Background: an optimization exercise with open tools, aiming at small area, a short achievable clock period and few clock cycles per item. Do not read the settings as production practice.
No activity file was given, so power comes from the tool's default toggle rates.

==> flow/design.v (excerpt) <==
module systolic_top (
	input wire logic clk,
	input wire logic rst,
	input wire logic [23:0] horz_data,
	input wire logic [2:0] horz_we,
	output logic [2:0] horz_wrdy,
	input wire logic [47:0] obli_data,
	input wire logic [5:0] obli_we,
	output logic [5:0] obli_wrdy,
	output logic [7:0] dout,
	output logic dout_en
);
	logic [7:0] hl [3];
	logic [2:0] hl_e;
	logic [7:0] ol [6];
	logic [5:0] ol_e;
	logic [7:0] hw [3];
	logic [2:0] hw_v;
	logic [3:0] c0;
	logic s0_v, s1_v;
	logic [3:0] s0_c, s1_c;
	logic [7:0] p_s [3];
	logic [7:0] p_c [3];
	logic [1:0] p_e [3];
	logic a_d, v2_d;
	logic [7:0] q0, q1;
	logic [7:0] o_op [3];
	logic [7:0] m_s [3];
	logic [7:0] m_c [3];
	logic [1:0] m_e [3];
	logic [7:0] t_q0, t_q1, t_y;
	logic av0, av1, av2;
	logic adv, go0;
	logic [2:0] fin, hw_ld;
	logic [5:0] o_use;
	logic [3:0] enc_one [3];
	logic [3:0] enc_two [3];
	logic [3:0] enc_neg [3];
	always_comb begin
		for (int r = 0; r < 3; r++) begin
			o_op[r] = '0;
		end
		av0 = 1'b0;
		av1 = 1'b0;
		av2 = 1'b0;
		for (int c = 0; c < 4; c++) begin
			o_op[0] = o_op[0] | ({8{c0[c]}} & ol[c]);
			o_op[1] = o_op[1] | ({8{s0_c[c]}} & ol[c + 1]);
			o_op[2] = o_op[2] | ({8{s1_c[c]}} & ol[c + 2]);
			av0 = av0 | (c0[c] & ~ol_e[c]);
			av1 = av1 | (s0_c[c] & ~ol_e[c + 1]);
			av2 = av2 | (s1_c[c] & ~ol_e[c + 2]);
		end
		av0 = av0 & hw_v[0];
		av1 = av1 & hw_v[1];
		av2 = av2 & hw_v[2];
		adv = ~(~c0[0] & ~av0) & ~(s0_v & ~av1) & ~(s1_v & ~av2);
		go0 = adv & av0;
		o_use = '0;
		for (int c = 0; c < 4; c++) begin
			o_use[c] = o_use[c] | (go0 & c0[c]);
  ...
Size in the first run: roughly 730 cells after synthesis, about 200 flip-flops, about 9300 sq um of cells after synthesis.
==> flow/config.mk <==
export PLATFORM = sky130hd
export DESIGN_NAME = systolic_top
export DESIGN_NICKNAME = systolic_top
export VERILOG_FILES = /design/flow/design.v
export SDC_FILE = /design/flow/constraint.sdc
export NUM_CORES = 4
export LEC_CHECK = 0
export CAP_MARGIN = 20
export CORE_MARGIN = 2
export CORE_UTILIZATION = 40
export CTS_BUF_LIST = sky130_fd_sc_hd__clkbuf_8
export CTS_CLUSTER_DIAMETER = 100
export CTS_CLUSTER_SIZE = 30
export SETUP_SLACK_MARGIN = 2.8
export SLEW_MARGIN = 20
==> flow/constraint.sdc <==
create_clock -name core_clock -period 5.0 [get_ports {clk}]
set_input_delay 1.0000 -clock core_clock [delete_from_list [all_inputs] [get_ports {clk}]]
set_output_delay 1.0000 -clock core_clock [all_outputs]
set_load 0.01 [all_outputs]
standard.sh (not shown) runs the stock make flow with config.mk's settings and CLKGATE_MAP_FILE= SYNTH_SCRIPT=/design/flow/synth_recipe.tcl, a recipe that flattens the netlist after the stock synthesis.
==> flow/flow/run.sh <==
#!/bin/bash
# Standard layout (the standard.sh: standard synthesis through finish),
# with one change: ports get a small plain buffer (buf_1/buf_2) rather than
# the delay buffer buffer_ports picks by default. Every input and output port
# is still buffered, and the resizer may still upsize these buffers.
set -euo pipefail
export BUFFER_PORTS_ARGS="-buffer_cell sky130_fd_sc_hd__buf_1"
bash standard.sh finish > standard_sh.log 2>&1
Next try:
--- a/flow/config.mk
+++ b/flow/config.mk
@@ -11 +10,0 @@
-export CTS_BUF_LIST = sky130_fd_sc_hd__clkbuf_8
@@ -13,2 +12,2 @@
-export CTS_CLUSTER_SIZE = 30
-export SETUP_SLACK_MARGIN = 2.8
+export CTS_CLUSTER_SIZE = 40
+export SETUP_SLACK_MARGIN = 2.6
The new run ran to the end with no violations.
Hold slack stays flat.
Maximum frequency drops by about 1.2%.
Cell area drops by about 5.6%.
Global-route usage drops by 1.6 points.
Next try:
==> flow/run.sh (new file) <==
#!/bin/bash
# synth_recipe.tcl (not shown) runs the flow's synth.tcl, then flattens the netlist and writes it again
# the make line also repeats each setting of config.mk as NAME=value (left out here)
make -C /OpenROAD-flow-scripts/flow DESIGN_CONFIG=/design/flow/config.mk WORK_HOME=/design/flow/orfs CLKGATE_MAP_FILE= SYNTH_SCRIPT=/design/flow/synth_recipe.tcl finish
--- a/flow/config.mk
+++ b/flow/config.mk
@@ -11,3 +10,0 @@
-export CTS_CLUSTER_DIAMETER = 100
-export CTS_CLUSTER_SIZE = 40
-export SETUP_SLACK_MARGIN = 2.6
removed: flow/flow/run.sh
removed: flow/standard.sh
Wire length shrinks by 0.47%; register-to-register slack gets worse by 0.41 ns; power is lower by 1.8%; first-iteration DRC count came out higher by 17%; cell area barely changes; area after synthesis does not change; fmax went down by 15%; core utilization hardly moves; worst setup slack loses 0.41 ns; synthesized cell count stays the same.
Next try:
--- a/flow/config.mk
+++ b/flow/config.mk
@@ -10,0 +11 @@
+export SETUP_SLACK_MARGIN = 3.0
Outcome:
- The new run finished with timing, DRC and antenna clean
- non-clock buffer count goes up by 80
- synthesized area stays the same
- critical path depth climbs by 3
- die area does not change
Function was not checked in any run of this note: the RTL went through the layout flow alone.

static timing again, ports no longer ideal:
No port has a modelled driver above. Below, the same layouts with a new extraction and two added sets of constraints.
Step 1 (the two cells are an assumption about what drives the block):
set clk [get_ports {clk}]
set_driving_cell -lib_cell sky130_fd_sc_hd__clkbuf_16 $clk
set_driving_cell -lib_cell sky130_fd_sc_hd__buf_2 [delete_from_list [all_inputs] $clk]
Step 2 moves the port delays by t, midway between the first and last clock arrival at a register: inputs arrive t later, outputs are due t later. That takes back most of the time a late clock gives input paths.
Three values: ideal ports, drivers, drivers and shift; two values: the first two.
run | t, ns | slack for setup (ns) | worst slew at a driven data input, ns | cell pins on the clock port's net
the first run | 0.507 | 2.679 / 2.679 / 2.490 | 0.06 | 1
the second run | 0.466 | 2.650 / 2.650 / 2.472 | 0.04 | 1
the third run | 0.474 | 2.238 / 2.238 / 2.238 | 0.06 | 1
the fourth run | 0.475 | 2.684 / 2.684 / 2.622 | 0.05 | 1
After both steps every run listed still meets setup and hold. For the first run, which loses most, drivers alone change the setup slack by 0.000 ns; drivers and shift together by -0.189 ns.
